Background: an optimization exercise with open tools, aiming at small area. Do not read the settings as production practice.
RTL that was checked went through simulation tests only; none was proved equivalent to the original.
No functional check of the RTL was part of runs 1 and 4.
Power and IR drop assume default switching activity. The clock port is modelled as an ideal driver; clocking choices that lean on that would not hold on a real chip.

## flow/design.v

```verilog
package doaq_pkg;
   localparam int OP_W = 2;
   localparam int SLOT_W = 4;
   localparam int DELAY_W = 32;
   localparam int THRESH_W = 20;
   localparam int MODE_W = 2;
   localparam int TIME_BITS = 48;
   localparam int NUM_ALARMS = 16;
   localparam logic [THRESH_W-1:0] THRESH_RESET = 20'd3000;
   localparam logic [OP_W-1:0] OP_SET = 2'd0;
   localparam logic [OP_W-1:0] OP_CANCEL = 2'd1;
   localparam logic [OP_W-1:0] OP_TICK = 2'd2;
endpackage
module deadline_ordered_alarm_queue (
   input  logic                          clock,
   input  logic                          reset,
   input  logic                          start,
   output logic                          busy,
   input  logic [doaq_pkg::OP_W-1:0]     req_op,
   input  logic [doaq_pkg::SLOT_W-1:0]   req_alarm_slot,
   input  logic [doaq_pkg::DELAY_W-1:0]  req_delay_ms,
   input  logic                          csr_wr_en,
   input  logic [doaq_pkg::THRESH_W-1:0] csr_wr_data,
   output logic                          rsp_valid,
   output logic                          rsp_kind,
   output logic [doaq_pkg::SLOT_W-1:0]   rsp_slot_out,
   output logic [doaq_pkg::MODE_W-1:0]   rsp_wake_mode,
   output logic [doaq_pkg::DELAY_W-1:0]  rsp_next_delay_ms,
   output logic                          rsp_last
);
   localparam int N = doaq_pkg::NUM_ALARMS;
   localparam int EW = doaq_pkg::SLOT_W + doaq_pkg::DELAY_W;
   localparam int TB = doaq_pkg::TIME_BITS;
   localparam logic [2:0] S_IDLE = 3'd0;
   localparam logic [2:0] S_WAIT = 3'd1;
   localparam logic [2:0] S_WAITL = 3'd2;
   localparam logic [2:0] S_DEL = 3'd3;
   localparam logic [2:0] S_PICK = 3'd4;
   localparam logic [2:0] S_INS = 3'd5;
   localparam logic [2:0] S_TICK = 3'd6;
   localparam logic [2:0] S_FIN = 3'd7;
   logic [N*EW-1:0]  ring_ff;
   logic [TB-1:0]    tr_ff;
   logic [3:0]       ph_ff;
   logic [3:0]       hd_ff;
   logic             tz_ff;
   logic             adv_ff, adv_in;
   logic             tc_ff;
   logic [4:0]       count_ff, count_in;
   logic [2:0]       state_ff, state_in;
   logic [1:0]       op_ff;
   logic [3:0]       slot_ff;
   logic [EW-1:0]    c_ff, c_in;
   logic             carry_ff, carry_in;
   logic [doaq_pkg::THRESH_W-1:0] thresh_ff;
   logic [EW-1:0]    e0, dec0, o;
   logic [3:0]       lab;
   logic             lab0, lab15, ph15;
   logic             e0_zero, v0, cr, tgt, place, cmp, hsel, adv_pass, relabel;
   logic             accept, fin0, fire, nonempty;
   logic [TB-1:0]    tsnap;
   logic             tmax, tnear;
   logic [2:0]       tchunk;
   logic [3:0]       tsum;
   assign e0 = ring_ff[EW-1:0];
   assign e0_zero = (e0[31:0] == 32'd0);
   assign nonempty = (count_ff != 5'd0);
   assign lab = ph_ff - hd_ff;
   assign lab0 = (lab == 4'd0);
   assign lab15 = (lab == 4'd15);
   assign ph15 = (ph_ff == 4'd15);
   assign v0 = ({1'b0, lab} < count_ff);
   assign fin0 = (state_ff == S_FIN) && lab0;
   assign fire = fin0 && (op_ff == doaq_pkg::OP_TICK) && nonempty && e0_zero;
   assign busy = (state_ff != S_IDLE) && !(fin0 && !fire);
   assign accept = start && !busy;
   assign tsnap = {tr_ff[2:0], tr_ff[TB-1:3]};
   assign tmax = !tz_ff && (tsnap == '1);
   assign tnear = !tz_ff && (tsnap[TB-1:32] == '1);
   assign hsel = (state_ff == S_WAIT) && ph15 && (op_ff == doaq_pkg::OP_SET) && tnear;
   assign adv_pass = (state_ff == S_TICK) && adv_ff;
   assign dec0 = {e0[35:32], e0[31:0] - {31'd0, adv_pass && !e0_zero}};
   assign cmp = (c_ff[31:0] <= (hsel ? ~tsnap[31:0] : e0[31:0]));
   assign cr = (state_ff == S_PICK) ||
               (((state_ff == S_DEL) || (state_ff == S_INS)) && carry_ff);
   assign tgt = (state_ff == S_DEL) && carry_ff && v0 && (e0[35:32] == slot_ff);
   assign place = (state_ff == S_INS) && !carry_ff && (!v0 || cmp);
   assign o = (cr || place) ? c_ff : dec0;
   assign relabel = fire || ((state_ff == S_DEL) && lab15);
   assign tchunk = tz_ff ? 3'd0 : tr_ff[2:0];
   assign tsum = {1'b0, tchunk} + {3'd0, (ph_ff == 4'd0) ? adv_pass : tc_ff};
   always_comb begin
      state_in = state_ff;
      count_in = count_ff;
      carry_in = carry_ff;
      adv_in = adv_ff;
      c_in = c_ff;
      if (cr || place) c_in = dec0;
      if (hsel && !cmp) c_in[31:0] = ~tsnap[31:0];
      case (state_ff)
         S_WAIT: begin
            if (ph15) begin
               adv_in = !tmax;
               state_in = (op_ff == doaq_pkg::OP_TICK) ? S_TICK :
                          (op_ff == 2'd3) ? S_FIN : S_WAITL;
            end
         end
         S_WAITL: begin
            if (lab15) begin
               state_in = S_DEL;
               carry_in = 1'b1;
            end
         end
         S_DEL: begin
            if (tgt) carry_in = 1'b0;
            if (lab15) begin
               count_in = count_ff - {4'd0, !carry_in};
               state_in = (op_ff == doaq_pkg::OP_SET) ? S_PICK : S_FIN;
            end
         end
         S_PICK: begin
            carry_in = 1'b0;
            state_in = S_INS;
         end
         S_INS: begin
            if (place) carry_in = 1'b1;
            if (lab15) begin
               count_in = count_ff + 5'd1;
               state_in = S_FIN;
            end
         end
         S_TICK: if (ph15) state_in = S_FIN;
         S_FIN: begin
            if (fire) count_in = count_ff - 5'd1;
            else if (lab0) state_in = S_IDLE;
         end
         default: ;
      endcase
      if ((state_in == S_FIN) && (state_ff != S_FIN)) c_in = {4'd0, 12'd0, thresh_ff};
      if (accept) begin
         c_in = {req_alarm_slot, req_delay_ms};
         state_in = S_WAIT;
      end
   end
   always_ff @(posedge clock) begin
      if (reset) begin
         state_ff <= S_IDLE;
         count_ff <= '0;
         ph_ff <= '0;
         hd_ff <= '0;
         tz_ff <= 1'b1;
         thresh_ff <= doaq_pkg::THRESH_RESET;
      end else begin
         state_ff <= state_in;
         count_ff <= count_in;
         ph_ff <= ph_ff + 4'd1;
         hd_ff <= hd_ff + {3'd0, relabel};
         if (ph15) tz_ff <= 1'b0;
         if (csr_wr_en) thresh_ff <= csr_wr_data;
      end
   end
   always_ff @(posedge clock) begin
      ring_ff <= {o, ring_ff[N*EW-1:EW]};
      tr_ff <= {tsum[2:0], tr_ff[TB-1:3]};
      tc_ff <= tsum[3];
      c_ff <= c_in;
      carry_ff <= carry_in;
      adv_ff <= adv_in;
      if (accept) begin
         op_ff <= req_op;
         slot_ff <= req_alarm_slot;
      end
   end
   assign rsp_valid = fin0;
   assign rsp_kind = fire;
   assign rsp_last = !fire;
   assign rsp_slot_out = nonempty ? e0[35:32] : 4'd0;
   assign rsp_next_delay_ms = nonempty ? e0[31:0] : 32'd0;
   assign rsp_wake_mode = (!nonempty || fire) ? 2'd0 :
                          (cmp ? 2'd2 : 2'd1);
endmodule
```

## flow/flow/run.sh

```bash
#!/bin/bash
# The standard layout (bash standard.sh), with two ORFS settings given through the environment:
# the port buffers use the smallest buffer, and the clock tree uses large leaf clusters of
# clkbuf_16 without dummy loads.
set -euo pipefail
export BUFFER_PORTS_ARGS="-buffer_cell sky130_fd_sc_hd__buf_1"
export CTS_ARGS="-sink_clustering_enable -repair_clock_nets -buf_list sky130_fd_sc_hd__clkbuf_16 -sink_clustering_size 30 -sink_clustering_max_diameter 80 -dont_use_dummy_load"
bash standard.sh finish > standard.log 2>&1
```

## flow/standard.sh

```bash
#!/bin/bash
# synth_recipe.tcl (not shown) runs the flow's synth.tcl, then flattens the netlist and writes it again
# the make line also repeats each setting of config.mk as NAME=value (left out here)
make -C /OpenROAD-flow-scripts/flow DESIGN_CONFIG=/design/flow/config.mk WORK_HOME=/design/flow/orfs CLKGATE_MAP_FILE= SYNTH_SCRIPT=/design/flow/synth_recipe.tcl "${@:-finish}"
```

## flow/config.mk

```make
export PLATFORM = sky130hd
export DESIGN_NAME = deadline_ordered_alarm_queue
export DESIGN_NICKNAME = deadline_ordered_alarm_queue
export VERILOG_FILES = /design/flow/design.v
export SDC_FILE = /design/flow/constraint.sdc
export NUM_CORES = 4
export LEC_CHECK = 0
export CAP_MARGIN = 20
export CORE_MARGIN = 2
export CORE_UTILIZATION = 40
export SLEW_MARGIN = 20
```

## flow/constraint.sdc

```tcl
create_clock -name core_clock -period 8.0 [get_ports {clock}]
set_input_delay 1.6000 -clock core_clock [delete_from_list [all_inputs] [get_ports {clock}]]
set_output_delay 1.6000 -clock core_clock [all_outputs]
set_load 0.01 [all_outputs]
```

==> qor.txt, run 1 <==
Status = timing/DRC/antenna clean
Initial antenna violation count = 0
Final min period = 7.39 ns
Critical path cell sequence = ha_1 -> nand3_1 -> nor4_1 -> nand3_2 -> buf_4 -> nor2_1 -> a21oi_1 -> ha_1 -> nand4_1 -> or4_1 -> or2_2 -> a21oi_1 -> nor3b_1 -> buf_1
Post-CTS Hold Fix Bufs = 0
CTS tree = done
Fin area = 0.0213 mm²
Buf/Inv on CP = 2
Syn Inst Count = 1428
Filler cell count = 4341
Worst stage delay on the critical path = 0.67 ns
Setup violators final = 0
Synth warn = 1
Relative slew slack = 0.276
Avg WL per Cell = 16.4 µm
DR vias/cell = 4.74
Slew @ Worst Pin = 1.09 ns
Total track usage = 0.140
Gpl congestion = 0.837
Netlist cell types = 65
Rows = 80
WHS Path Cells = 0
Clock sink total = 706
Cts bufs inserted = 30
Routed wl met3 = 1.41 mm
Drt pass-1 iters = 5
Initial DRC count = 525
Leak = 0.00847 µW
FMAX = 0.135 GHz
Post-synth EDFFs = 44
Clk buf depth = 3
CP Depth = 14
Crit-path leading delay family = simple AND/OR/NAND/NOR gates
Power Total = 5540 µW
Commonest cells after routing, fill and taps aside = dfxtp_1 (662), buf_1 (101), nor2_1 (87)
Worst setup SP type = flip-flop
Worst skew pair latency = 0.60 ns
WL met2 = 15.9 mm
Port Buf Inserts = 103
Post-cts sizing count = 0
Hold Vio Cnt, Final = 0
Reg clk slew, reported paths = 0.09 ns
Clock Skew = 0.0475 ns
Synth Cell Area = 0.0195 mm²
R2r worst-path depth = 16
Root buf cell = clkbuf_16
Nets = 1638
Met1 WL = 17.1 mm
Crit path required time = 6.40 ns
Crit Path Max Fanout = 41
Final period utilization = 0.923
Pwr/cell area = 260 mW/mm²
Peak VDD IR = 160 µV
Core ar. = 0.0479 mm²
Number of max-slew violations in the final report = 0
Synth Area per Inst = 13.7 µm²
Global route overflow = 0
RSZ-0062 raised after global routing = no
Die Wd = 225 µm
Remaining DRCs = 0
WL final = 35.1 mm
Most common flop cell mapped by yosys = dfxtp_1
Register bit total from synthesis = 706
Vias = 10.1k
Post-DP HPWL = 24.1 mm
H-tree lvl count = 1
CP Capture Type = primary output
Commonest non-fill, non-tap cell in the layout = dfxtp_1
Min-delay worst type = reg2reg
Critical path class = reg2out
CP max-delay cell = nor4_1
WHS = 0.300 ns
Share of cells above drive strength 1 = 0.0670
Seq/Total Area, Yosys = 0.748
Vias in the first global route = 9749
Cell Area, Placed = 0.0205 mm²
CP arrival = 5.79 ns
Max-Cap Viols = 0
Die area = 0.0505 mm²
Syn_nets = 1542
Post-CTS Setup Inserts = 0
Setup TNS = 0 ns
Die Ht = 225 µm
Util after Layout = 0.444
First-pass GRT wire length = 55.0 mm
Starting Density = 0.407
Top Metal Used = met4
Pin count of the biggest net entering global routing = 49
Post-route ant nets = 0
Asr flop ratio synth = 0
Area Growth Syn to Fin = 9.27%
Num ports = 104
cell usage after synthesis, types with 2 or more instances:
cell type | number | share of area
fa_1 | 2 | 0.0021
o21ai_0 | 20 | 0.0051
buf_2 | 6 | 0.0015
clkbuf_1 | 33 | 0.0064
and3_1 | 3 | 0.00096
a221oi_1 | 4 | 0.0018
a22o_1 | 5 | 0.0022
a21oi_1 | 55 | 0.014
a31oi_1 | 3 | 0.00096
xor2_1 | 18 | 0.0081
nand2_1 | 27 | 0.0052
ha_1 | 50 | 0.032
o211ai_1 | 3 | 0.0012
a21o_1 | 11 | 0.0042
inv_1 | 48 | 0.0092
buf_4 | 2 | 0.00077
and3b_1 | 2 | 0.00090
nand4_1 | 22 | 0.0071
nand3b_1 | 4 | 0.0015
nor4_1 | 21 | 0.0067
or4_1 | 6 | 0.0023
or2_2 | 8 | 0.0026
nand3_1 | 14 | 0.0036
or3_1 | 3 | 0.00096
mux2i_1 | 45 | 0.023
mux2_2 | 34 | 0.020
a211o_1 | 8 | 0.0036
nand2b_1 | 6 | 0.0019
nor3b_1 | 16 | 0.0062
buf_1 | 2 | 0.00039
o21ai_2 | 10 | 0.0045
o31ai_1 | 2 | 0.00077
nor3_1 | 18 | 0.0046
dfxtp_1 | 662 | 0.68
a22oi_1 | 18 | 0.0069
nor2b_1 | 50 | 0.016
edfxtp_1 | 44 | 0.068
o21a_1 | 3 | 0.0012
nor2_1 | 87 | 0.017
xnor2_1 | 28 | 0.013
worst register-to-register path: cells and delay by family (launching register included):
family / cells / cell delay [ns]
buffers and inverters: 2 / 1.04
AOI/OAI and AO/OA: 4 / 0.66
and+or+nand+nor: 8 / 3.49
adders and majority gates: 2 / 0.55
DFF: 1 / 0.44
metal layers:
layer | vias up | track usage
met1 | 4908 | 0.197
met2 | 195 | 0.227
li1 | 5001 | -
met5 | - | 0
met3 | 41 | 0.0189
met4 | 0 | 0.0402
cells by family (layout without fill, tap and decap cells):
family | count (synthesis) | in the layout | share of synthesized area
XOR/XNOR | 46 | 46 | 0.0207
multiplexers | 79 | 79 | 0.0427
adder cells (fa/ha/maj) | 52 | 52 | 0.0341
flip-flops | 706 | 706 | 0.748
AO/OA/AOI/OAI | 156 | 156 | 0.0540
buffers and inverters | 93 | 187 | 0.0191
AND/OR/NAND/NOR | 296 | 296 | 0.0819
other | 0 | 2 | 0
path summary, 6_finish.rpt:
kind / start / endpoint / slack [ns]
min: ring_ff[396] / ring_ff[360] / 0.30
min reg2reg: ring_ff[396] / ring_ff[360] / 0.30
max: ph_ff[1] / rsp_wake_mode[1] / 0.61
max reg2reg: ph_ff[1] / c_ff[3] / 1.26
registers in the layout, indices dropped and copies added (netlist names):
register and cells:
ring_ff 576, tr_ff 48, c_ff 36, thresh_ff 20, count_ff 5, hd_ff 4
ph_ff 4, slot_ff 4, state_ff 3, op_ff 2, adv_ff 1, carry_ff 1
tc_ff 1, tz_ff 1
report_power, final:
| group | internal, µW | switching, µW | total, µW |
|---|---|---|---|
| Combinational | 93.0 | 133 | 226 |
| Clock | 670 | 972 | 1640 |
| Sequential | 3620 | 51.3 | 3670 |
| Total | 4380 | 1160 | 5540 |
stage by stage:
step | instances | setup slack [ns]
6_report | 2139 | 0.613
5_1_grt | 2137 | 0.225
4_1_cts | 2137 | 0.652
3_5_place_dp | 2107 | 1.28
3_3_place_gp | 2107 | 1.44
2_1_floorplan | 1428 | 2.74
area by class of cell:
class,instances,area [µm²],share of cell area
Inverter,49,184,0.00863
Antenna cell,2,5.00,0.000235
Sequential cell,706,14600,0.684
Tap cell,615,769,0.0361
Clock buffer,30,751,0.0352
Multi-Input combinational cell,629,4590,0.216
Timing Repair Buffer,108,427,0.0200
==> run 2: changes to the inputs <==
--- a/flow/design.v
+++ b/flow/design.v
@@ -44,3 +44,3 @@
    logic [3:0]       ph_ff;
-   logic [3:0]       hd_ff;
+   logic [3:0]       lab_ff;
    logic             tz_ff;
@@ -56,3 +56,2 @@
    logic [EW-1:0]    e0, dec0, o;
-   logic [3:0]       lab;
    logic             lab0, lab15, ph15;
@@ -67,7 +66,6 @@
    assign nonempty = (count_ff != 5'd0);
-   assign lab = ph_ff - hd_ff;
-   assign lab0 = (lab == 4'd0);
-   assign lab15 = (lab == 4'd15);
+   assign lab0 = (lab_ff == 4'd0);
+   assign lab15 = (lab_ff == 4'd15);
    assign ph15 = (ph_ff == 4'd15);
-   assign v0 = ({1'b0, lab} < count_ff);
+   assign v0 = ({1'b0, lab_ff} < count_ff);
    assign fin0 = (state_ff == S_FIN) && lab0;
@@ -149,3 +147,3 @@
          ph_ff <= '0;
-         hd_ff <= '0;
+         lab_ff <= '0;
          tz_ff <= 1'b1;
@@ -156,3 +154,3 @@
          ph_ff <= ph_ff + 4'd1;
-         hd_ff <= hd_ff + {3'd0, relabel};
+         lab_ff <= lab_ff + {3'd0, !relabel};
          if (ph15) tz_ff <= 1'b0;
==> qor.txt, run 2 <==
Status = timing/DRC/antenna clean
Number of max-slew violations in the final report = 0
Critical path class = reg2out
Port Buf Inserts = 103
Setup violators final = 0
Netlist cell types = 59
Root buf cell = clkbuf_16
Reg clk slew, reported paths = 0.11 ns
Core ar. = 0.0475 mm²
Die Ht = 223 µm
Initial antenna violation count = 0
Crit Path Max Fanout = 65
Share of cells above drive strength 1 = 0.0508
Clock sink total = 706
Reg with most FFs = ring_ff
Post-DP HPWL = 23.8 mm
Seq/Total Area, Yosys = 0.760
Max FFs per register = 576
FMAX = 0.151 GHz
Worst skew pair latency = 0.62 ns
Commonest non-fill, non-tap cell in the layout = dfxtp_1
Peak VDD IR = 161 µV
Die Wd = 223 µm
Count leader, synth = dfxtp_1
Cts bufs inserted = 31
Num ports = 104
Nets = 1608
Pin count of the biggest net entering global routing = 66
Register bit total from synthesis = 706
Critical path cell sequence = clkinv_1 -> nor4_1 -> nand4_1 -> buf_4 -> nor2_1 -> a21oi_1 -> ha_1 -> a21oi_1 -> o21ai_0 -> a221oi_1 -> a31oi_1 -> nor2_1 -> nor2_1 -> nor3_1 -> buf_1
Hold Vio Cnt, Final = 0
H-tree lvl count = 1
Post-route ant nets = 0
WL final = 34.4 mm
Buf/Inv on CP = 3
RSZ-0062 raised after global routing = no
Vias = 9833
Area contributors post-synth = dfxtp_1 (69%), edfxtp_1 (6.9%), mux2i_1 (3.1%)
Relative slew slack = 0.306
Most common flop cell mapped by yosys = dfxtp_1
Commonest cells after routing, fill and taps aside = dfxtp_1 (662), buf_1 (102), nor2_1 (79)
Pwr/cell area = 259 mW/mm²
Remaining DRCs = 0
Gpl congestion = 0.833
CP Capture Type = primary output
Min-delay worst type = reg2reg
WHS = 0.273 ns
Synth Cell Area = 0.0192 mm²
Post-cts sizing count = 0
Leak = 0.00846 µW
Top Registers = ring_ff x576, tr_ff x48, c_ff x36
Post-CTS Hold Fix Bufs = 0
Worst setup SP type = flip-flop
Leading area contributor after synthesis = dfxtp_1
Syn Inst Count = 1394
Total track usage = 0.138
Commonest cells post-synth = dfxtp_1 (662), nor2_1 (80), mux2i_1 (59)
Asr flop ratio synth = 0
Worst stage delay on the critical path = 0.64 ns
Setup TNS = 0 ns
DR vias/cell = 4.65
CTS tree = done
Global route overflow = 0
CP max-delay cell = nor4_1
Area Growth Syn to Fin = 9.76%
CP dominant cell by count = nor2_1
Synth warn = 1
Syn_nets = 1504
CP arrival = 5.04 ns
Starting Density = 0.404
Crit-path leading delay family = simple AND/OR/NAND/NOR gates
First-pass GRT wire length = 53.6 mm
Max-Cap Viols = 0
Clock Skew = 0.0644 ns
Post-synth EDFFs = 44
Clk buf depth = 3
Drt pass-1 iters = 5
Final period utilization = 0.830
Vias in the first global route = 9599
Die area = 0.0497 mm²
Crit path required time = 6.40 ns
Top-area cell type share of the netlist area = 0.691
Rows = 80
Post-CTS Setup Inserts = 0
Final min period = 6.64 ns
Initial DRC count = 586
Avg WL per Cell = 16.3 µm
Slew @ Worst Pin = 1.03 ns
Synth Area per Inst = 13.8 µm²
==> run 2: cells by family after synthesis <==
logic type               Yosys count  synth area share
multiplexers                      81            0.0437
AO/OA/AOI/OAI                    163            0.0561
XOR/XNOR                          42            0.0192
buffers and inverters             90            0.0180
AND/OR/NAND/NOR                  264            0.0717
adder cells (fa/ha/maj)           48            0.0317
flip-flops                       706             0.760
==> run 2: final cells by class <==
class | count | area [µm²]
timing repair buffer | 111 | 448
tap | 615 | 769
fill | 4228 | 26500
inverter | 50 | 188
antenna | 3 | 7.51
clock buffer | 31 | 776
sequential | 706 | 14600
multi-input combinational | 598 | 4290
==> run 2: through the flow <==
| stage | utilization | setup WS (ns) | instances | area, µm² | total power [µW] |
|---|---|---|---|---|---|
| after global placement | 0.426 | 2.29 | 2080 | 20300 | 3870 |
| after CTS | 0.443 | 1.33 | 2111 | 21000 | 5520 |
| after global routing | 0.443 | 0.873 | 2111 | 21000 | 5670 |
| after floorplan | - | 2.83 | 1394 | 19200 | 3800 |
| after detailed placement | 0.426 | 2.01 | 2080 | 20300 | 3870 |
| final | 0.443 | 1.36 | 2114 | 21100 | 5460 |
==> run 2: layer usage <==
metal | global-route usage | share of wire | vias to the layer above
met1 | 0.193 | 0.49 | 4674
met3 | 0.0203 | 0.045 | 55
li1 | - | - | 4894
met4 | 0.0472 | 0.027 | 0
met5 | 0 | 0 | -
met2 | 0.218 | 0.44 | 210
==> run 2: final timing paths <==
| kind | startpoint | to | slack, ns | cells past startpoint |
|---|---|---|---|---|
| max | state_ff[0] | rsp_wake_mode[1] | 1.36 | 15 |
| min | ring_ff[432] | ring_ff[396] | 0.27 | 0 |
| max reg2reg | state_ff[0] | c_ff[4] | 2.56 | 15 |
| min reg2reg | ring_ff[432] | ring_ff[396] | 0.27 | 0 |
==> run 2: where the power goes <==
part	total, µW	switching, µW	internal (µW)
logic	161	94.4	66.6
registers	3630	33.9	3590
clock network	1670	977	690
==> run 3: changes to the inputs <==
==> flow/run.sh (new file) <==
#!/bin/bash
# synth_recipe.tcl (not shown) runs the flow's synth.tcl, then flattens the netlist and writes it again
# the make line also repeats each setting of config.mk as NAME=value (left out here)
make -C /OpenROAD-flow-scripts/flow DESIGN_CONFIG=/design/flow/config.mk WORK_HOME=/design/flow/orfs CLKGATE_MAP_FILE= SYNTH_SCRIPT=/design/flow/synth_recipe.tcl finish
--- a/flow/config.mk
+++ b/flow/config.mk
@@ -10,2 +10,5 @@
 export CORE_UTILIZATION = 40
+export CTS_BUF_LIST = sky130_fd_sc_hd__clkbuf_16
+export CTS_CLUSTER_DIAMETER = 60
+export CTS_CLUSTER_SIZE = 24
 export SLEW_MARGIN = 20
removed: flow/flow/run.sh
removed: flow/standard.sh
==> qor.txt, run 3 <==
Status = timing/DRC/antenna clean
Clock Skew = 0.0312 ns
Post-route ant nets = 0
Most common flop cell mapped by yosys = dfxtp_1
Vias in the first global route = 9733
Setup violators final = 0
Total track usage = 0.141
Worst setup SP type = flip-flop
Slew @ Worst Pin = 0.775 ns
Cts bufs inserted = 41
Post-CTS Hold Fix Bufs = 0
Die Wd = 223 µm
Gpl congestion = 0.828
WHS Path Cells = 0
Core ar. = 0.0475 mm²
Final period utilization = 0.859
Pin count of the biggest net entering global routing = 66
Reg-to-reg slack, setup = 2.60 ns
Worst skew pair latency = 0.58 ns
Sw Share = 0.218
Initial antenna violation count = 0
Top Registers = ring_ff x576, tr_ff x48, c_ff x36
Max FFs per register = 576
H-tree lvl count = 2
Leak = 0.00901 µW
Count leader, synth = dfxtp_1
Setup TNS = 0 ns
Reg with most FFs = ring_ff
Remaining DRCs = 0
Syn Inst Count = 1394
Seq pwr share = 0.605
CP max-delay cell = nor4_1
Vias = 9900
Die Ht = 223 µm
Starting Density = 0.404
Worst R2R End = c_ff[15]
WHS = 0.317 ns
Relative slew slack = 0.483
Crit path required time = 6.40 ns
Seq/Total Area, Yosys = 0.760
Commonest cells after routing, fill and taps aside = dfxtp_1 (662), clkdlybuf4s50_1 (103), nor2_1 (79)
Port Buf Inserts = 103
CP Capture Type = primary output
Clk buf depth = 3
CP arrival = 5.27 ns
DR vias/cell = 4.60
Combined area of the multi-input logic cells = 0.00429 mm²
Num ports = 104
Drt pass-1 iters = 4
Worst R2R Start = state_ff[0]
Post-CTS Setup Inserts = 0
Synth warn = 1
Sequential Area = 0.0146 mm²
Final min period = 6.87 ns
Commonest cells post-synth = dfxtp_1 (662), nor2_1 (80), mux2i_1 (59)
WL final = 35.0 mm
Global route overflow = 0
First-pass GRT wire length = 54.4 mm
R2r worst-path depth = 15
Area Growth Syn to Fin = 15.9%
FMAX = 0.146 GHz
Root buf cell = clkbuf_16
Rows = 80
Post-DP HPWL = 23.6 mm
Crit Path Max Fanout = 65
HP Start = ring_ff[555]
Avg WL per Cell = 16.3 µm
Synth Area per Inst = 13.8 µm²
CTS tree = done
Min-delay worst type = reg2reg
Pwr/cell area = 270 mW/mm²
Filler cell count = 4192
Peak VDD IR = 138 µV
Internal cell power = 4690 µW
Synth Cell Area = 0.0192 mm²
Placed insts = 2082
Clock power share = 0.364
Syn_nets = 1504
Top-area cell type share of the netlist area = 0.691
Asr flop ratio synth = 0
Commonest non-fill, non-tap cell in the layout = dfxtp_1
Layout Cells excl Fill = 2151
Critical path class = reg2out
RSZ-0062 raised after global routing = no
Nets = 1620
Share of cells above drive strength 1 = 0.0671
Register bit total from synthesis = 706
Comb power frac = 0.031
Worst stage delay on the critical path = 0.65 ns
Switching power = 1310 µW
Worst Hold End = ring_ff[519]
Number of max-slew violations in the final report = 0
Critical path cell sequence = clkinv_1 -> nor4_1 -> nand4_1 -> buf_4 -> nor2_1 -> a21oi_1 -> ha_1 -> a21oi_1 -> o21ai_0 -> a221oi_1 -> a31oi_1 -> nor2_1 -> nor2_1 -> nor3_1 -> clkdlybuf4s50_1
Netlist cell types = 59
Initial DRC count = 527
Hold Vio Cnt, Final = 0
Leading area contributor after synthesis = dfxtp_1
Post-synth EDFFs = 44
Die area = 0.0497 mm²
Clock sink total = 706
CP dominant cell by count = nor2_1
Area contributors post-synth = dfxtp_1 (69%), edfxtp_1 (6.9%), mux2i_1 (3.1%)
Max-Cap Viols = 0
Post-cts sizing count = 0
Reg clk slew, reported paths = 0.09 ns
[run 3: critical path: cells and delay by family (launching register included)]
family                     cells  cell delay (ns)
AOI/OAI and AO/OA              5             1.02
and+or+nand+nor                6             1.47
adders and majority gates      1             0.33
DFF                            1             0.56
buffers and inverters          3             1.28
[run 3: cells by family (layout without fill, tap and decap cells)]
logic type,Yosys count,after routing,share of synthesized area
compound gates,163,163,0.0561
xor+xnor,42,42,0.0192
fa+ha+maj,48,48,0.0317
buf+inv,90,231,0.0180
flops,706,706,0.760
mux,81,81,0.0437
other cells,0,1,0
simple gates,264,264,0.0717
[run 3: power by group through the flow]
stage	registers (µW)	logic (µW)	clock network, µW
after floorplan	3690	111	0
after global placement	3710	178	0
after detailed placement	3710	183	0
after CTS	3630	185	2260
after global routing	3630	204	2400
final	3630	183	2180
[run 3: cell type report]
cell class	count	area share
Antenna cell	1	0.000113
Timing Repair Buffer	113	0.0497
Clock inverter	26	0.0113
Inverter	50	0.00844
Sequential cell	706	0.655
Clock buffer	42	0.0473
Tap cell	615	0.0346
Multi-Input combinational cell	598	0.193
[run 3: metrics by stage]
stage | setup WS [ns] | utilization | area, µm² | power (µW)
finish | 1.13 | 0.468 | 22200 | 5990
CTS | 0.999 | 0.468 | 22200 | 6070
global route | 0.533 | 0.468 | 22200 | 6230
detailed placement | 1.59 | 0.440 | 20900 | 3890
floorplan | 2.83 | - | 19200 | 3800
global placement | 1.87 | 0.440 | 20900 | 3890
[run 3: worst max path at each step]
stage                      from          endpoint  slack [ns]  cells past startpoint
finish              state_ff[0]  rsp_wake_mode[1]        1.13                     15
CTS                 state_ff[0]  rsp_wake_mode[0]         1.0                     14
floorplan              ph_ff[0]           c_ff[0]        2.83                     17
detailed placement  state_ff[0]  rsp_wake_mode[0]        1.59                     14
global route        state_ff[0]  rsp_wake_mode[0]        0.53                     14
global placement    state_ff[0]  rsp_wake_mode[1]        1.87                     15
[run 3: per-layer routing]
metal  global-route usage  share of wire  wire length, µm  up-vias
met5                    0              0                0        -
met1                0.195           0.48            17000     4685
li1                     -              -                -     4962
met2                0.220           0.44            15600      198
met3               0.0266          0.042             1450       55
met4               0.0567          0.029             1010        0
==> run 4: changes to the inputs <==
--- a/flow/design.v
+++ b/flow/design.v
@@ -44,3 +44,3 @@
    logic [3:0]       ph_ff;
-   logic [3:0]       lab_ff;
+   logic [3:0]       hd_ff;
    logic             tz_ff;
@@ -56,2 +56,3 @@
    logic [EW-1:0]    e0, dec0, o;
+   logic [3:0]       lab;
    logic             lab0, lab15, ph15;
@@ -66,6 +67,7 @@
    assign nonempty = (count_ff != 5'd0);
-   assign lab0 = (lab_ff == 4'd0);
-   assign lab15 = (lab_ff == 4'd15);
+   assign lab = ph_ff - hd_ff;
+   assign lab0 = (lab == 4'd0);
+   assign lab15 = (lab == 4'd15);
    assign ph15 = (ph_ff == 4'd15);
-   assign v0 = ({1'b0, lab_ff} < count_ff);
+   assign v0 = ({1'b0, lab} < count_ff);
    assign fin0 = (state_ff == S_FIN) && lab0;
@@ -147,3 +149,3 @@
          ph_ff <= '0;
-         lab_ff <= '0;
+         hd_ff <= '0;
          tz_ff <= 1'b1;
@@ -154,3 +156,3 @@
          ph_ff <= ph_ff + 4'd1;
-         lab_ff <= lab_ff + {3'd0, !relabel};
+         hd_ff <= hd_ff + {3'd0, relabel};
          if (ph15) tz_ff <= 1'b0;
==> qor.txt, run 4 <==
Status = timing/DRC/antenna clean
Post-cts sizing count = 0
Synth Area per Inst = 13.7 µm²
Most common flop cell mapped by yosys = dfxtp_1
Clock sink total = 706
Clock Skew = 0.0242 ns
Worst skew pair latency = 0.59 ns
Commonest cells after routing, fill and taps aside = dfxtp_1 (662), clkdlybuf4s50_1 (101), nor2_1 (87)
Vias in the first global route = 10.2k
Drt pass-1 iters = 5
Die Wd = 225 µm
First-pass GRT wire length = 56.5 mm
Synth warn = 1
Peak VDD IR = 199 µV
Share of cells above drive strength 1 = 0.0900
Final period utilization = 0.916
Antenna cells = 0
Seq/Total Area, Yosys = 0.748
Die area = 0.0505 mm²
Syn Inst Count = 1428
Commonest cells post-synth = dfxtp_1 (662), nor2_1 (87), a21oi_1 (55)
Rows = 80
Clk buf depth = 3
H-tree lvl count = 2
RSZ-0062 raised after global routing = no
Nets = 1653
Asr flop ratio synth = 0
Port Buf Inserts = 103
CTS tree = done
Number of max-slew violations in the final report = 0
Hold Vio Cnt, Final = 0
Gpl congestion = 0.828
Initial antenna violation count = 0
Setup TNS = 0 ns
CP Capture Type = primary output
Initial DRC count = 698
Core ar. = 0.0479 mm²
DR vias/cell = 4.68
Reg clk slew, reported paths = 0.08 ns
Count leader, synth = dfxtp_1
Die Ht = 225 µm
Avg WL per Cell = 16.5 µm
Worst stage delay on the critical path = 0.67 ns
WHS = 0.310 ns
Placed insts = 2110
Total track usage = 0.145
Final min period = 7.33 ns
Post-synth EDFFs = 44
Relative slew slack = 0.310
Worst setup SP type = flip-flop
WL final = 36.1 mm
Max FFs per register = 576
CP max-delay cell = nor4_1
Leading area contributor after synthesis = dfxtp_1
Reg with most FFs = ring_ff
Vias = 10.2k
Cts bufs inserted = 42
Post-route ant nets = 0
Post-CTS Setup Inserts = 0
Post-DP HPWL = 24.6 mm
Remaining DRCs = 0
Leak = 0.00907 µW
Commonest non-fill, non-tap cell in the layout = dfxtp_1
Crit path required time = 6.40 ns
Slew @ Worst Pin = 1.03 ns
Post-CTS Hold Fix Bufs = 0
Layout Cells excl Fill = 2181
Critical path class = reg2out
Top Registers = ring_ff x576, tr_ff x48, c_ff x36
Register bit total from synthesis = 706
Netlist cell types = 65
Root buf cell = clkbuf_16
Starting Density = 0.407
Area contributors post-synth = dfxtp_1 (68%), edfxtp_1 (6.8%), ha_1 (3.2%)
Pin count of the biggest net entering global routing = 66
Max-Cap Viols = 0
Min-delay worst type = reg2reg
FMAX = 0.137 GHz
Crit Path Max Fanout = 65
Top-area cell type share of the netlist area = 0.680
Setup violators final = 0
Pwr/cell area = 274 mW/mm²
Syn_nets = 1542
Global route overflow = 0
Num ports = 104
CP arrival = 5.73 ns
Synth Cell Area = 0.0195 mm²
Area Growth Syn to Fin = 15.9%
Critical path cell sequence = ha_1 -> nand3_1 -> nor4_1 -> nand3_2 -> buf_4 -> nor2_1 -> a21oi_1 -> ha_1 -> nand4_1 -> or4_1 -> or2_2 -> a21oi_1 -> nor3b_1 -> clkdlybuf4s50_1
## run 4: changes by cell type after synthesis, moves of 6 or more
cell,change
a22o_1,-11
mux2_2,+12
mux2i_1,-14
nor2_1,+7
nor3b_1,+15
nor4_1,+6
o21ai_0,-8
o21ai_2,+10
## run 4: layer usage
metal,share of wire,global-route usage,wire (µm),vias up
li1,-,-,-,5057
met1,0.47,0.196,17000,4859
met2,0.45,0.233,16400,211
met3,0.041,0.0255,1480,72
met4,0.032,0.0577,1150,0
met5,0,0,0,-
## run 4: path summary, 6_finish.rpt
check        cells past startpoint    startpoint          endpoint  slack, ns
max                             14      ph_ff[1]  rsp_wake_mode[1]       0.67
min                              0  ring_ff[398]      ring_ff[362]       0.31
max reg2reg                     16      ph_ff[1]          c_ff[18]       2.18
min reg2reg                      0  ring_ff[398]      ring_ff[362]       0.31
## run 4: logic make-up after synthesis
| kind of cell | after synthesis | synth area share |
|---|---|---|
| adder cells (fa/ha/maj) | 52 | 0.0341 |
| XOR/XNOR | 46 | 0.0207 |
| AND/OR/NAND/NOR | 296 | 0.0819 |
| multiplexers | 79 | 0.0427 |
| buffers and inverters | 93 | 0.0191 |
| AO/OA/AOI/OAI | 156 | 0.0540 |
| flip-flops | 706 | 0.748 |
## run 4: where the power goes
part	leakage (µW)	switching (µW)	internal [µW]
combinational	0.00259	134	114
sequential	0.00578	51.8	3610
clock	0.000703	1190	1090
## run 4: per-stage QoR
step	instance area [µm²]	utilization	total power, µW	setup WS (ns)
after floorplan	19500	-	3880	2.74
after global placement	21200	0.442	3990	1.50
after detailed placement	21200	0.442	4000	1.27
after CTS	22600	0.471	6280	0.649
after global routing	22600	0.471	6450	0.307
final	22600	0.471	6200	0.674
## run 4: area by class of cell
type | instances | area (µm²)
flip-flops and latches | 706 | 14600
multi-input cells | 629 | 4590
inverters | 49 | 184
clock inverters | 25 | 250
fillers | 4207 | 25300
clock buffers | 46 | 1150
well taps | 615 | 769
repair buffers | 111 | 1080
## run 4: worst max-delay path, delay by kind of cell (launching register included)
family	cells	cell delay, ns
AOI/OAI and AO/OA	2	0.64
and+or+nand+nor	8	2.54
adders and majority gates	2	0.60
DFF	1	0.43
buffers and inverters	2	0.93
==> run 5: changes to the inputs <==
--- a/flow/design.v
+++ b/flow/design.v
@@ -44,3 +44,3 @@
    logic [3:0]       ph_ff;
-   logic [3:0]       hd_ff;
+   logic [3:0]       lab_ff;
    logic             tz_ff;
@@ -56,3 +56,2 @@
    logic [EW-1:0]    e0, dec0, o;
-   logic [3:0]       lab;
    logic             lab0, lab15, ph15;
@@ -67,7 +66,6 @@
    assign nonempty = (count_ff != 5'd0);
-   assign lab = ph_ff - hd_ff;
-   assign lab0 = (lab == 4'd0);
-   assign lab15 = (lab == 4'd15);
+   assign lab0 = (lab_ff == 4'd0);
+   assign lab15 = (lab_ff == 4'd15);
    assign ph15 = (ph_ff == 4'd15);
-   assign v0 = ({1'b0, lab} < count_ff);
+   assign v0 = ({1'b0, lab_ff} < count_ff);
    assign fin0 = (state_ff == S_FIN) && lab0;
@@ -149,3 +147,3 @@
          ph_ff <= '0;
-         hd_ff <= '0;
+         lab_ff <= '0;
          tz_ff <= 1'b1;
@@ -156,3 +154,3 @@
          ph_ff <= ph_ff + 4'd1;
-         hd_ff <= hd_ff + {3'd0, relabel};
+         lab_ff <= lab_ff + {3'd0, !relabel};
          if (ph15) tz_ff <= 1'b0;
==> flow/flow/run.sh (new file) <==
#!/bin/bash
# The standard layout (standard.sh) in two parts: after the floorplan, the combinational logic is
# restructured for area with OpenROAD's restructure (registers untouched); then placement to the
# final layout. ORFS settings given through the environment: the port buffers use the smallest
# buffer, and the clock tree uses large leaf clusters of clkbuf_16 without dummy loads.
set -euo pipefail
export BUFFER_PORTS_ARGS="-buffer_cell sky130_fd_sc_hd__buf_1"
export CTS_ARGS="-sink_clustering_enable -repair_clock_nets -buf_list sky130_fd_sc_hd__clkbuf_16 -sink_clustering_size 36 -sink_clustering_max_diameter 60 -dont_use_dummy_load"
bash standard.sh floorplan > standard_floorplan.log 2>&1
export FULL_LIB="$FLOW_HOME/platforms/sky130hd/lib/sky130_fd_sc_hd__tt_025C_1v80.lib"
export AREA_LIB="$PWD/area.lib"
export RES_DIR="$PWD/orfs/results/sky130hd/deadline_ordered_alarm_queue/base"
export RS_WORK="$PWD/rs_work"
mkdir -p "$RS_WORK"
python3 flow/filter_lib.py "$FULL_LIB" "$AREA_LIB" > filter_lib.log 2>&1
openroad -no_init -exit flow/restructure.tcl > restructure.log 2>&1
bash standard.sh finish > standard_finish.log 2>&1
==> flow/flow/filter_lib.py (new file) <==
"""Copy a Liberty file without the cells the platform marks don't-use (probe and lpflow cells),
so that restructuring maps only to usable cells. usage: filter_lib.py IN OUT"""
import re
import sys

src = open(sys.argv[1]).read()
out = []
i = 0
pat = re.compile(r'^\s*cell\s*\(\s*"?([A-Za-z0-9_]+)"?\s*\)\s*\{', re.M)
drop = re.compile(r'sky130_fd_sc_hd__(probe|probec|lpflow)_')
while True:
    m = pat.search(src, i)
    if not m:
        out.append(src[i:])
        break
    # find the matching closing brace of this cell group
    depth = 0
    j = m.end() - 1
    while True:
        c = src[j]
        if c == '{':
            depth += 1
        elif c == '}':
            depth -= 1
            if depth == 0:
                break
        j += 1
    out.append(src[i:m.start()])
    if not drop.search(m.group(1)):
        out.append(src[m.start():j + 1])
    i = j + 1
open(sys.argv[2], 'w').write(''.join(out))
==> flow/flow/restructure.tcl (new file) <==
# Area-oriented restructuring of the combinational logic of the floorplanned netlist, before
# placement. Registers are left as they are. Reads and rewrites 2_floorplan.odb.
set res $::env(RES_DIR)
read_liberty $::env(FULL_LIB)
read_db $res/2_floorplan.odb
read_sdc $res/2_floorplan.sdc
report_design_area
restructure -target area -liberty_file $::env(AREA_LIB) \
   -tielo_port sky130_fd_sc_hd__conb_1/LO -tiehi_port sky130_fd_sc_hd__conb_1/HI \
   -work_dir $::env(RS_WORK) -abc_logfile $::env(RS_WORK)/abc.log
report_design_area
write_db $res/2_floorplan.odb
==> flow/standard.sh (new file) <==
#!/bin/bash
# synth_recipe.tcl (not shown) runs the flow's synth.tcl, then flattens the netlist and writes it again
# the make line also repeats each setting of config.mk as NAME=value (left out here)
make -C /OpenROAD-flow-scripts/flow DESIGN_CONFIG=/design/flow/config.mk WORK_HOME=/design/flow/orfs CLKGATE_MAP_FILE= SYNTH_SCRIPT=/design/flow/synth_recipe.tcl "${@:-finish}"
--- a/flow/config.mk
+++ b/flow/config.mk
@@ -10,5 +10,2 @@
 export CORE_UTILIZATION = 40
-export CTS_BUF_LIST = sky130_fd_sc_hd__clkbuf_16
-export CTS_CLUSTER_DIAMETER = 60
-export CTS_CLUSTER_SIZE = 24
 export SLEW_MARGIN = 20
removed: flow/run.sh
==> qor.txt, run 5 <==
Relative slew slack = 0.377
Max-Cap Viols = 0
Seq/Total Area, Yosys = 0.760
Reg clk slew, reported paths = 0.11 ns
Commonest cells post-synth = dfxtp_1 (662), nor2_1 (80), mux2i_1 (59)
Area Growth Syn to Fin = 5.50%
Num ports = 104
Leading area contributor after synthesis = dfxtp_1
Asr flop ratio synth = 0
Post-CTS Setup Inserts = 0
Most common flop cell mapped by yosys = dfxtp_1
Starting Density = 0.404
Crit path required time = 6.40 ns
Gpl congestion = 0.853
Cts bufs inserted = 36
Initial DRC count = 742
WL final = 36.0 mm
CTS tree = done
Post-CTS Hold Fix Bufs = 0
Remaining DRCs = 0
Netlist cell types = 59
Synth Cell Area = 0.0192 mm²
Hold Vio Cnt, Final = 0
Area contributors post-synth = dfxtp_1 (69%), edfxtp_1 (6.9%), mux2i_1 (3.1%)
Die Ht = 223 µm
Syn Inst Count = 1394
Die Wd = 223 µm
First-pass GRT wire length = 54.8 mm
Critical path cell sequence = clkinv_1 -> nand2_1 -> nor3_1 -> nand2_1 -> clkinv_1 -> o22ai_1 -> o22ai_1 -> a2111oi_0 -> o2111ai_1 -> or4_1 -> o32ai_1 -> buf_4 -> clkinv_1 -> nor2_1 -> buf_1
CP dominant cell by count = clkinv_1
Crit Path Max Fanout = 32
Reg with most FFs = ring_ff
Peak VDD IR = 194 µV
Share of cells above drive strength 1 = 0.0375
Clk buf depth = 3
Worst setup SP type = flip-flop
Global route overflow = 0
Pin count of the biggest net entering global routing = 47
Avg WL per Cell = 17.3 µm
Max FFs per register = 576
Worst skew pair latency = 0.60 ns
Syn_nets = 1504
Post-synth EDFFs = 44
Status = timing/DRC/antenna clean
H-tree lvl count = 2
Initial antenna violation count = 0
Clock sink total = 706
Setup violators final = 0
Commonest non-fill, non-tap cell in the layout = dfxtp_1
DR vias/cell = 4.87
Count leader, synth = dfxtp_1
Pre-CTS setup slack = 1.53 ns
CP Capture Type = primary output
Root buf cell = clkbuf_16
Filler cell count = 4317
Setup TNS = 0 ns
Post-cts sizing count = 0
Register bit total from synthesis = 706
Antenna cells = 0
Leak = 0.00753 µW
Top Registers = ring_ff x576, tr_ff x48, c_ff x36
Number of max-slew violations in the final report = 0
Vias = 10.1k
Reg-to-reg slack, setup = 1.40 ns
Synth warn = 1
CP arrival = 5.08 ns
Port Buf Inserts = 103
Placed insts = 2047
Worst stage delay on the critical path = 0.69 ns
CP max-delay cell = clkinv_1
Layout Cells excl Fill = 2083
Top-area cell type share of the netlist area = 0.691
Final period utilization = 0.835
Buf/Inv on CP = 5
RSZ-0062 raised after global routing = no
Post-DP HPWL = 25.0 mm
Nets = 1532
Synth Area per Inst = 13.8 µm²
Drt pass-1 iters = 5
Core ar. = 0.0475 mm²
Min-delay worst type = reg2reg
Vias in the first global route = 9703
Critical path class = reg2out
Rows = 80
Final min period = 6.68 ns
Commonest cells after routing, fill and taps aside = dfxtp_1 (662), clkinv_1 (107), buf_1 (102)
Crit-path leading delay family = compound AO/OA/AOI/OAI gates
Post-route ant nets = 0
Slew @ Worst Pin = 0.926 ns
Clock Skew = 0.102 ns
Power Total = 5650 µW
Total track usage = 0.143
FMAX = 0.150 GHz
Die area = 0.0497 mm²
Final setup margin = 1.32 ns
Pwr/cell area = 279 mW/mm²
-- run 5: path summary, 6_finish.rpt --
kind | startpoint | endpoint | cells past startpoint
min | ring_ff[127] | ring_ff[91] | 0
max reg2reg | state_ff[2] | c_ff[12] | 17
min reg2reg | ring_ff[127] | ring_ff[91] | 0
max | state_ff[2] | rsp_wake_mode[1] | 15
-- run 5: cells by family after synthesis --
| logic type | count (synthesis) | share of synthesized area |
|---|---|---|
| AO/OA/AOI/OAI | 163 | 0.0561 |
| buffers and inverters | 90 | 0.0180 |
| multiplexers | 81 | 0.0437 |
| flip-flops | 706 | 0.760 |
| AND/OR/NAND/NOR | 264 | 0.0717 |
| XOR/XNOR | 42 | 0.0192 |
| adder cells (fa/ha/maj) | 48 | 0.0317 |
-- run 5: report_power, final --
| group | total, µW | internal (µW) | switching, µW |
|---|---|---|---|
| combinational | 185 | 71.0 | 114 |
| clock | 1810 | 806 | 1010 |
| sequential | 3650 | 3610 | 38.5 |
-- run 5: per-layer routing --
metal  share of wire  global-route usage
met5               0                   0
met4           0.031              0.0491
met3           0.057              0.0294
met2            0.43               0.218
met1            0.48               0.203
-- run 5: final cells by class --
type | instances | area, µm² | share of cell area
Sequential cell | 706 | 14600 | 0.720
Multi-Input combinational cell | 506 | 3130 | 0.155
Clock buffer | 36 | 901 | 0.0445
Tap cell | 615 | 769 | 0.0380
Timing Repair Buffer | 113 | 463 | 0.0229
Inverter | 107 | 402 | 0.0198
-- run 5: through the flow --
stage	cell area, µm²	hold slack (ns)	util
after global placement	19300	0.310	0.407
after CTS	20200	0.255	0.426
after floorplan	19200	0.310	-
after detailed placement	19300	0.312	0.407
final	20200	0.250	0.426
after global routing	20200	0.258	0.426
==> run 6: changes to the inputs <==
--- a/flow/flow/run.sh
+++ b/flow/flow/run.sh
@@ -7,3 +7,3 @@
 export BUFFER_PORTS_ARGS="-buffer_cell sky130_fd_sc_hd__buf_1"
-export CTS_ARGS="-sink_clustering_enable -repair_clock_nets -buf_list sky130_fd_sc_hd__clkbuf_16 -sink_clustering_size 36 -sink_clustering_max_diameter 60 -dont_use_dummy_load"
+export CTS_ARGS="-sink_clustering_enable -repair_clock_nets -buf_list sky130_fd_sc_hd__clkbuf_8 -sink_clustering_size 18 -sink_clustering_max_diameter 50 -dont_use_dummy_load"
 bash standard.sh floorplan > standard_floorplan.log 2>&1
==> qor.txt, run 6 <==
Relative slew slack = 0.382
Status = timing/DRC/antenna clean
Filler cell count = 4353
Placed insts = 2047
Core ar. = 0.0475 mm²
WL final = 36.2 mm
Starting Density = 0.404
Commonest non-fill, non-tap cell in the layout = dfxtp_1
Commonest cells post-synth = dfxtp_1 (662), nor2_1 (80), mux2i_1 (59)
Clock Skew = 0.0936 ns
Worst stage delay on the critical path = 0.68 ns
Final period utilization = 0.846
Reg clk slew, reported paths = 0.10 ns
Post-cts sizing count = 0
Pin count of the biggest net entering global routing = 47
Initial antenna violation count = 0
Synth Cell Area = 0.0192 mm²
Switching power = 1150 µW
Asr flop ratio synth = 0
Worst setup SP type = flip-flop
Vias in the first global route = 9793
Most common flop cell mapped by yosys = dfxtp_1
Post-synth EDFFs = 44
Sw Share = 0.213
DR vias/cell = 4.85
RSZ-0062 raised after global routing = no
Rows = 80
Setup violators final = 0
Syn_nets = 1504
Antenna cells = 0
Netlist cell types = 59
Hold Vio Cnt, Final = 0
Clock sink total = 706
Post-DP HPWL = 25.0 mm
First-pass GRT wire length = 55.3 mm
Layout Cells excl Fill = 2099
Area Growth Syn to Fin = 4.53%
Share of cells above drive strength 1 = 0.0478
Leak = 0.00746 µW
Internal cell power = 4270 µW
Buf/Inv on CP = 4
Crit-path leading delay family = compound AO/OA/AOI/OAI gates
Die area = 0.0497 mm²
Sequential Area = 0.0146 mm²
Die Ht = 223 µm
Min-delay worst type = reg2reg
Die Wd = 223 µm
Post-route ant nets = 0
Top-area cell type share of the netlist area = 0.691
Total track usage = 0.145
Post-CTS Hold Fix Bufs = 0
CP arrival = 5.16 ns
Num ports = 104
CTS tree = done
Cts bufs inserted = 52
Pwr/cell area = 270 mW/mm²
Critical path cell sequence = clkinv_1 -> nand2_1 -> nor3_1 -> nand2_1 -> clkinv_1 -> o22ai_1 -> o22ai_1 -> a2111oi_0 -> o2111ai_1 -> or4_1 -> a31oi_1 -> o32ai_1 -> buf_4 -> nor2_1 -> buf_1
Final min period = 6.76 ns
FMAX = 0.148 GHz
Comb power frac = 0.034
Number of max-slew violations in the final report = 0
Crit Path Max Fanout = 32
Seq pwr share = 0.674
Max-Cap Viols = 0
Global route overflow = 0
Synth Area per Inst = 13.8 µm²
CP max-delay cell = clkinv_1
Initial DRC count = 736
Commonest cells after routing, fill and taps aside = dfxtp_1 (662), clkinv_1 (107), buf_1 (102)
Worst skew pair latency = 0.66 ns
Slew @ Worst Pin = 0.918 ns
Gpl congestion = 0.853
Remaining DRCs = 0
Top Registers = ring_ff x576, tr_ff x48, c_ff x36
Post-CTS Setup Inserts = 0
Nets = 1548
Reg with most FFs = ring_ff
Combined area of the multi-input logic cells = 0.00313 mm²
Syn Inst Count = 1394
Count leader, synth = dfxtp_1
Critical path class = reg2out
Register bit total from synthesis = 706
Crit path required time = 6.40 ns
Leading area contributor after synthesis = dfxtp_1
Vias = 10.2k
Clk buf depth = 3
Max FFs per register = 576
H-tree lvl count = 2
Clock power share = 0.292
Peak VDD IR = 152 µV
CP Capture Type = primary output
Area contributors post-synth = dfxtp_1 (69%), edfxtp_1 (6.9%), mux2i_1 (3.1%)
Avg WL per Cell = 17.2 µm
Seq/Total Area, Yosys = 0.760
Port Buf Inserts = 103
Synth warn = 1
Root buf cell = clkbuf_8
Setup TNS = 0 ns
Drt pass-1 iters = 5
## run 6: final timing paths
path                 from          endpoint  slack (ns)  cells past startpoint
min          ring_ff[127]       ring_ff[91]        0.27                      0
max reg2reg   ring_ff[17]          c_ff[30]        1.45                     34
max           state_ff[2]  rsp_wake_mode[0]        1.24                     15
min reg2reg  ring_ff[127]       ring_ff[91]        0.27                      0
## run 6: logic make-up after synthesis
kind of cell | after synthesis | synth area share
AOI/OAI and AO/OA | 163 | 0.0561
xor gates and xnor gates | 42 | 0.0192
adders and majority gates | 48 | 0.0317
buffers and inverters | 90 | 0.0180
DFF | 706 | 0.760
muxes | 81 | 0.0437
and+or+nand+nor | 264 | 0.0717
## run 6: final cells by class
class,count,area share
clock buffer,52,0.0357
inverter,107,0.0200
multi-input combinational,506,0.156
sequential,706,0.727
tap,615,0.0384
timing repair buffer,113,0.0231
## run 6: stage by stage
step	worst slack, ns	instance area (µm²)	hold WS (ns)	util	power, µW
finish	1.24	20100	0.268	0.422	5420
floorplan	2.83	19200	0.310	-	3800
CTS	1.15	20100	0.275	0.422	5490
global placement	1.58	19300	0.310	0.407	3910
global route	0.770	20100	0.277	0.422	5640
detailed placement	1.53	19300	0.312	0.407	3920
## run 6: power groups by stage
stage	clock network (µW)	logic, µW	registers [µW]
after floorplan	0	111	3690
after global placement	0	181	3730
after detailed placement	0	184	3730
after CTS	1650	185	3650
after global routing	1780	204	3660
final	1580	185	3650
## run 6: routing by layer
metal	vias to the layer above	wire length, µm	global-route usage	part of all wire
li1	4937	-	-	-
met1	4878	17400	0.206	0.48
met2	290	15500	0.215	0.43
met3	73	2100	0.0328	0.058
met4	0	1210	0.0548	0.033
met5	-	0	0	0
==> run 7: changes to the inputs <==
--- a/flow/flow/run.sh
+++ b/flow/flow/run.sh
@@ -7,3 +7,3 @@
 export BUFFER_PORTS_ARGS="-buffer_cell sky130_fd_sc_hd__buf_1"
-export CTS_ARGS="-sink_clustering_enable -repair_clock_nets -buf_list sky130_fd_sc_hd__clkbuf_8 -sink_clustering_size 18 -sink_clustering_max_diameter 50 -dont_use_dummy_load"
+export CTS_ARGS="-sink_clustering_enable -repair_clock_nets -buf_list sky130_fd_sc_hd__clkbuf_16 -sink_clustering_size 30 -sink_clustering_max_diameter 80 -dont_use_dummy_load"
 bash standard.sh floorplan > standard_floorplan.log 2>&1
==> qor.txt, run 7 <==
Post-cts sizing count = 0
Min-delay worst type = reg2reg
Final period utilization = 0.842
Commonest cells post-synth = dfxtp_1 (662), nor2_1 (80), mux2i_1 (59)
Power Total = 5460 µW
CP dominant cell by count = clkinv_1
Layout Cells excl Fill = 2076
Clock Skew = 0.0606 ns
Comb power frac = 0.034
First-pass GRT wire length = 54.6 mm
Pwr/cell area = 272 mW/mm²
Port Buf Inserts = 103
Crit Path Max Fanout = 32
Post-route ant nets = 0
RSZ-0062 raised after global routing = no
Core ar. = 0.0475 mm²
Synth warn = 1
Vias = 10.0k
Max FFs per register = 576
Antenna cells = 0
Commonest cells after routing, fill and taps aside = dfxtp_1 (662), clkinv_1 (107), buf_1 (102)
Avg WL per Cell = 17.2 µm
Post-CTS Setup Inserts = 0
Global route overflow = 0
WHS = 0.296 ns
Status = timing/DRC/antenna clean
Drt pass-1 iters = 5
Number of max-slew violations in the final report = 0
Num ports = 104
Area contributors post-synth = dfxtp_1 (69%), edfxtp_1 (6.9%), mux2i_1 (3.1%)
Seq/Total Area, Yosys = 0.760
Initial DRC count = 829
FMAX = 0.149 GHz
Die Ht = 223 µm
Worst setup SP type = flip-flop
Synth Cell Area = 0.0192 mm²
Leading area contributor after synthesis = dfxtp_1
Pre-CTS setup slack = 1.53 ns
Reg with most FFs = ring_ff
Clk buf depth = 3
Sw Share = 0.207
Setup TNS = 0 ns
Clock power share = 0.298
Final setup margin = 1.27 ns
Slew @ Worst Pin = 0.911 ns
Hold Vio Cnt, Final = 0
Crit path required time = 6.40 ns
Seq pwr share = 0.669
CP arrival = 5.13 ns
Cts bufs inserted = 29
Critical path cell sequence = clkinv_1 -> nand2_1 -> nor3_1 -> nand2_1 -> clkinv_1 -> o22ai_1 -> o22ai_1 -> a2111oi_0 -> o2111ai_1 -> or4_1 -> o32ai_1 -> buf_4 -> clkinv_1 -> nor2_1 -> buf_1
Worst stage delay on the critical path = 0.69 ns
Final min period = 6.73 ns
Peak VDD IR = 250 µV
Placed insts = 2047
Leak = 0.00744 µW
Clock sink total = 706
Starting Density = 0.404
Switching power = 1130 µW
Vias in the first global route = 9614
Root buf cell = clkbuf_16
DR vias/cell = 4.83
Gpl congestion = 0.853
Asr flop ratio synth = 0
Top-area cell type share of the netlist area = 0.691
Top Registers = ring_ff x576, tr_ff x48, c_ff x36
Netlist cell types = 59
Post-DP HPWL = 25.0 mm
CP Capture Type = primary output
Most common flop cell mapped by yosys = dfxtp_1
CTS tree = done
Synth Area per Inst = 13.8 µm²
Syn_nets = 1504
Share of cells above drive strength 1 = 0.0329
Post-synth EDFFs = 44
Post-CTS Hold Fix Bufs = 0
Reg-to-reg slack, setup = 1.48 ns
Critical path class = reg2out
Max-Cap Viols = 0
WL final = 35.6 mm
Reg clk slew, reported paths = 0.10 ns
Internal cell power = 4330 µW
Total track usage = 0.141
Rows = 80
Commonest non-fill, non-tap cell in the layout = dfxtp_1
Pin count of the biggest net entering global routing = 47
Nets = 1525
CP max-delay cell = clkinv_1
Die Wd = 223 µm
Syn Inst Count = 1394
H-tree lvl count = 1
Area Growth Syn to Fin = 4.58%
Register bit total from synthesis = 706
Worst skew pair latency = 0.62 ns
Initial antenna violation count = 0
Die area = 0.0497 mm²
Count leader, synth = dfxtp_1
Remaining DRCs = 0
Setup violators final = 0
Relative slew slack = 0.387
[run 7: layout make-up]
cell class                      instances  area (µm²)
Multi-Input combinational cell        506        3130
Fill cell                            4337       27500
Sequential cell                       706       14600
Inverter                              107         402
Timing Repair Buffer                  113         463
Tap cell                              615         769
Clock buffer                           29         726
[run 7: path summary, 6_finish.rpt]
path / startpoint / end / cells after the start
hold / removal: ring_ff[320] / ring_ff[284] / 0
setup reg to reg: state_ff[2] / c_ff[19] / 17
hold reg to reg: ring_ff[320] / ring_ff[284] / 0
setup / recovery: state_ff[2] / rsp_wake_mode[1] / 15
[run 7: kinds of logic after synthesis]
| kind of cell | Yosys count | synth area share |
|---|---|---|
| AOI/OAI and AO/OA | 163 | 0.0561 |
| xor gates and xnor gates | 42 | 0.0192 |
| adders and majority gates | 48 | 0.0317 |
| buffers and inverters | 90 | 0.0180 |
| DFF | 706 | 0.760 |
| muxes | 81 | 0.0437 |
| and+or+nand+nor | 264 | 0.0717 |
[run 7: metrics by stage]
stage               area, µm²   util
floorplan               19200      -
global route            20100  0.422
global placement        19300  0.407
detailed placement      19300  0.407
CTS                     20100  0.422
finish                  20100  0.422
[run 7: metal layers]
metal | share of wire | global-route usage | routed length (µm) | vias to the layer above
met5 | 0 | 0 | 0 | -
met1 | 0.49 | 0.206 | 17500 | 4830
met2 | 0.44 | 0.217 | 15600 | 238
met4 | 0.030 | 0.0450 | 1080 | 0
li1 | - | - | - | 4902
met3 | 0.042 | 0.0188 | 1500 | 57
[run 7: critical path: cells and delay by family (launching register included)]
family,cells,cell delay [ns]
AOI/OAI and AO/OA,5,1.52
buffers and inverters,5,1.38
and+or+nand+nor,5,1.10
DFF,1,0.53
[run 7: power by group through the flow]
| stage | Combinational [µW] | Sequential, µW | Clock [µW] |
|---|---|---|---|
| detailed placement | 184 | 3730 | 0 |
| floorplan | 111 | 3690 | 0 |
| finish | 185 | 3650 | 1630 |
| global route | 204 | 3660 | 1800 |
| global placement | 181 | 3730 | 0 |
| CTS | 185 | 3650 | 1690 |
==> run 8: changes to the inputs <==
--- a/flow/config.mk
+++ b/flow/config.mk
@@ -7,5 +7,6 @@
 export LEC_CHECK = 0
-export CAP_MARGIN = 20
+export CAP_MARGIN = 0
 export CORE_MARGIN = 2
-export CORE_UTILIZATION = 40
-export SLEW_MARGIN = 20
+export CORE_UTILIZATION = 65
+export PLACE_DENSITY = 0.75
+export SLEW_MARGIN = 0
==> qor.txt, run 8 <==
Top-area cell type share of the netlist area = 0.691
Syn Inst Count = 1394
Filler cell count = 2091
Setup TNS = 0 ns
CP Capture Type = primary output
Share of cells above drive strength 1 = 0.0315
Vias in the first global route = 9673
Asr flop ratio synth = 0
Syn_nets = 1504
Die area = 0.0309 mm²
Setup violators final = 0
First-pass GRT wire length = 53.3 mm
Clk buf depth = 3
Reg clk slew, reported paths = 0.11 ns
Commonest cells after routing, fill and taps aside = dfxtp_1 (662), clkinv_1 (107), buf_1 (102)
Port Buf Inserts = 103
Gpl congestion = 0.902
Nets = 1524
H-tree lvl count = 1
Crit path required time = 6.40 ns
Final min period = 6.74 ns
Post-DP HPWL = 23.4 mm
Total track usage = 0.222
CTS tree = done
Worst skew pair latency = 0.59 ns
Seq pwr share = 0.679
Min-delay worst type = reg2reg
Netlist cell types = 59
Post-CTS Setup Inserts = 0
Top Registers = ring_ff x576, tr_ff x48, c_ff x36
Core ar. = 0.0289 mm²
Peak VDD IR = 184 µV
Post-route ant nets = 0
Max-Cap Viols = 0
Synth warn = 1
Area contributors post-synth = dfxtp_1 (69%), edfxtp_1 (6.9%), mux2i_1 (3.1%)
Num ports = 104
WL final = 34.5 mm
Cts bufs inserted = 27
Hold Vio Cnt, Final = 0
Antenna cells = 0
Rows = 62
Leading area contributor after synthesis = dfxtp_1
DR vias/cell = 5.51
Max FFs per register = 576
Worst stage delay on the critical path = 0.55 ns
Critical path class = reg2out
Most common flop cell mapped by yosys = dfxtp_1
Pwr/cell area = 273 mW/mm²
Avg WL per Cell = 18.7 µm
FMAX = 0.148 GHz
Reg with most FFs = ring_ff
Critical path cell sequence = clkinv_1 -> nand2_1 -> nor3_1 -> nand2_1 -> buf_4 -> clkinv_1 -> buf_4 -> o22a_1 -> a22oi_1 -> o211ai_1 -> nor2_1 -> o2111ai_1 -> or4_1 -> o32ai_1 -> buf_4 -> clkinv_1 -> nor2_1 -> buf_1
Seq/Total Area, Yosys = 0.760
Initial antenna violation count = 1
Crit Path Max Fanout = 34
Area Growth Syn to Fin = 2.80%
Commonest non-fill, non-tap cell in the layout = dfxtp_1
Leak = 0.00742 µW
Final period utilization = 0.842
Synth Cell Area = 0.0192 mm²
Pin count of the biggest net entering global routing = 47
Vias = 10.2k
Commonest cells post-synth = dfxtp_1 (662), nor2_1 (80), mux2i_1 (59)
Util after Layout = 0.683
Internal cell power = 4290 µW
Post-synth EDFFs = 44
Worst setup SP type = flip-flop
Die Ht = 176 µm
Sw Share = 0.202
Number of max-slew violations in the final report = 0
Clock Skew = 0.0555 ns
Slew @ Worst Pin = 1.05 ns
Synth Area per Inst = 13.8 µm²
Clock sink total = 706
Drt pass-1 iters = 5
Comb power frac = 0.034
CP max-delay cell = clkinv_1
Die Wd = 176 µm
Post-CTS Hold Fix Bufs = 0
Post-cts sizing count = 0
Relative slew slack = 0.296
Register bit total from synthesis = 706
Count leader, synth = dfxtp_1
Initial DRC count = 1055
Clock power share = 0.287
CP arrival = 5.14 ns
Status = timing/DRC/antenna clean
Root buf cell = clkbuf_16
Starting Density = 0.665
Global route overflow = 0
RSZ-0062 raised after global routing = no
Switching power = 1090 µW
Remaining DRCs = 0
[run 8: cell counts after synthesis]
Identical to the previous run, type by type.
[run 8: final cells by class]
cell class / count / area (µm²) / share of cell area
clock buffer: 27 / 676 / 0.0343
timing repair buffer: 114 / 470 / 0.0239
sequential: 706 / 14600 / 0.739
multi-input combinational: 506 / 3120 / 0.158
inverter: 107 / 402 / 0.0204
tap: 384 / 480 / 0.0244
[run 8: worst paths after layout]
path	start	end	slack [ns]	cells after the start
hold reg to reg	ring_ff[507]	ring_ff[471]	0.29	0
setup / recovery	state_ff[2]	rsp_wake_mode[1]	1.26	18
hold / removal	ring_ff[507]	ring_ff[471]	0.29	0
setup reg to reg	ring_ff[17]	c_ff[30]	1.46	34
[run 8: logic make-up after synthesis]
group,share of synthesized area
compound gates,0.0561
xor+xnor,0.0192
fa+ha+maj,0.0317
buf+inv,0.0180
flops,0.760
mux,0.0437
simple gates,0.0717
[run 8: stage by stage]
| step | setup slack [ns] | hold WS, ns | power (µW) | instance area (µm²) | instances |
|---|---|---|---|---|---|
| after floorplan | 2.83 | 0.310 | 3800 | 19200 | 1394 |
| after global placement | 1.76 | 0.310 | 3910 | 19000 | 1817 |
| after detailed placement | 1.63 | 0.312 | 3910 | 19000 | 1817 |
| after CTS | 1.35 | 0.287 | 5420 | 19700 | 1844 |
| after global routing | 0.882 | 0.296 | 5560 | 19700 | 1844 |
| final | 1.26 | 0.293 | 5380 | 19700 | 1844 |
[run 8: power groups by stage]
stage                     Sequential, µW  Clock [µW]  Combinational, µW
after global placement              3730           0                176
after floorplan                     3690           0                111
after CTS                           3650        1580                180
after global routing                3660        1700                199
after detailed placement            3730           0                179
final                               3650        1550                181
[run 8: worst max-delay path: cells and delay by family (launching register included)]
family | cells | cell delay [ns]
buffers and inverters | 7 | 1.92
AND/OR/NAND/NOR | 6 | 1.14
flip-flops | 1 | 0.54
AO/OA/AOI/OAI | 5 | 0.98
[run 8: layer usage]
layer | GRT usage | up-vias | part of all wire
li1 | - | 4895 | -
met1 | 0.330 | 4836 | 0.47
met2 | 0.345 | 368 | 0.44
met3 | 0.0290 | 60 | 0.061
met4 | 0.0661 | 0 | 0.030
met5 | 0 | - | 0

static timing again, ports no longer ideal:
The flow's constraints put no driver on any port. The routed layouts listed below were extracted and timed again, unchanged, in two steps.
Step 1 sets driving cells, clkbuf_16 on the clock port and buf_2 on the other inputs (assumed; they add their load-dependent delay and slew).
Step 2 also shifts input and output timing later by t, the mid clock arrival at the registers, as if the neighbouring blocks saw the same clock.
Slacks: ideal / step 1 / step 2; pairs: ideal / step 1.
| run | shift t [ns] | setup WS [ns] | worst setup path after step 2 | clock arrival spread, ns | worst data-port slew with drivers (ns) |
|---|---|---|---|---|---|
| run 1 | 0.628 | 0.613 / 0.561 / 1.189 | register to output | 0.048 / 0.048 | 0.04 |
| run 2 | 0.639 | 1.357 / 1.304 / 1.943 | register to output | 0.064 / 0.064 | 0.04 |
| run 3 | 0.621 | 1.128 / 1.074 / 1.695 | register to output | 0.031 / 0.031 | 0.05 |
| run 4 | 0.625 | 0.674 / 0.623 / 1.248 | register to output | 0.026 / 0.026 | 0.05 |
| run 5 | 0.596 | 1.319 / 1.273 / 1.397 | register to register | 0.102 / 0.103 | 0.04 |
| run 6 | 0.660 | 1.235 / 1.191 / 1.447 | register to register | 0.093 / 0.094 | 0.04 |
| run 7 | 0.627 | 1.267 / 1.220 / 1.483 | register to register | 0.078 / 0.078 | 0.04 |
| run 8 | 0.613 | 1.264 / 1.212 / 1.461 | register to register | 0.056 / 0.055 | 0.04 |
After both steps setup and hold are still met in every run listed.
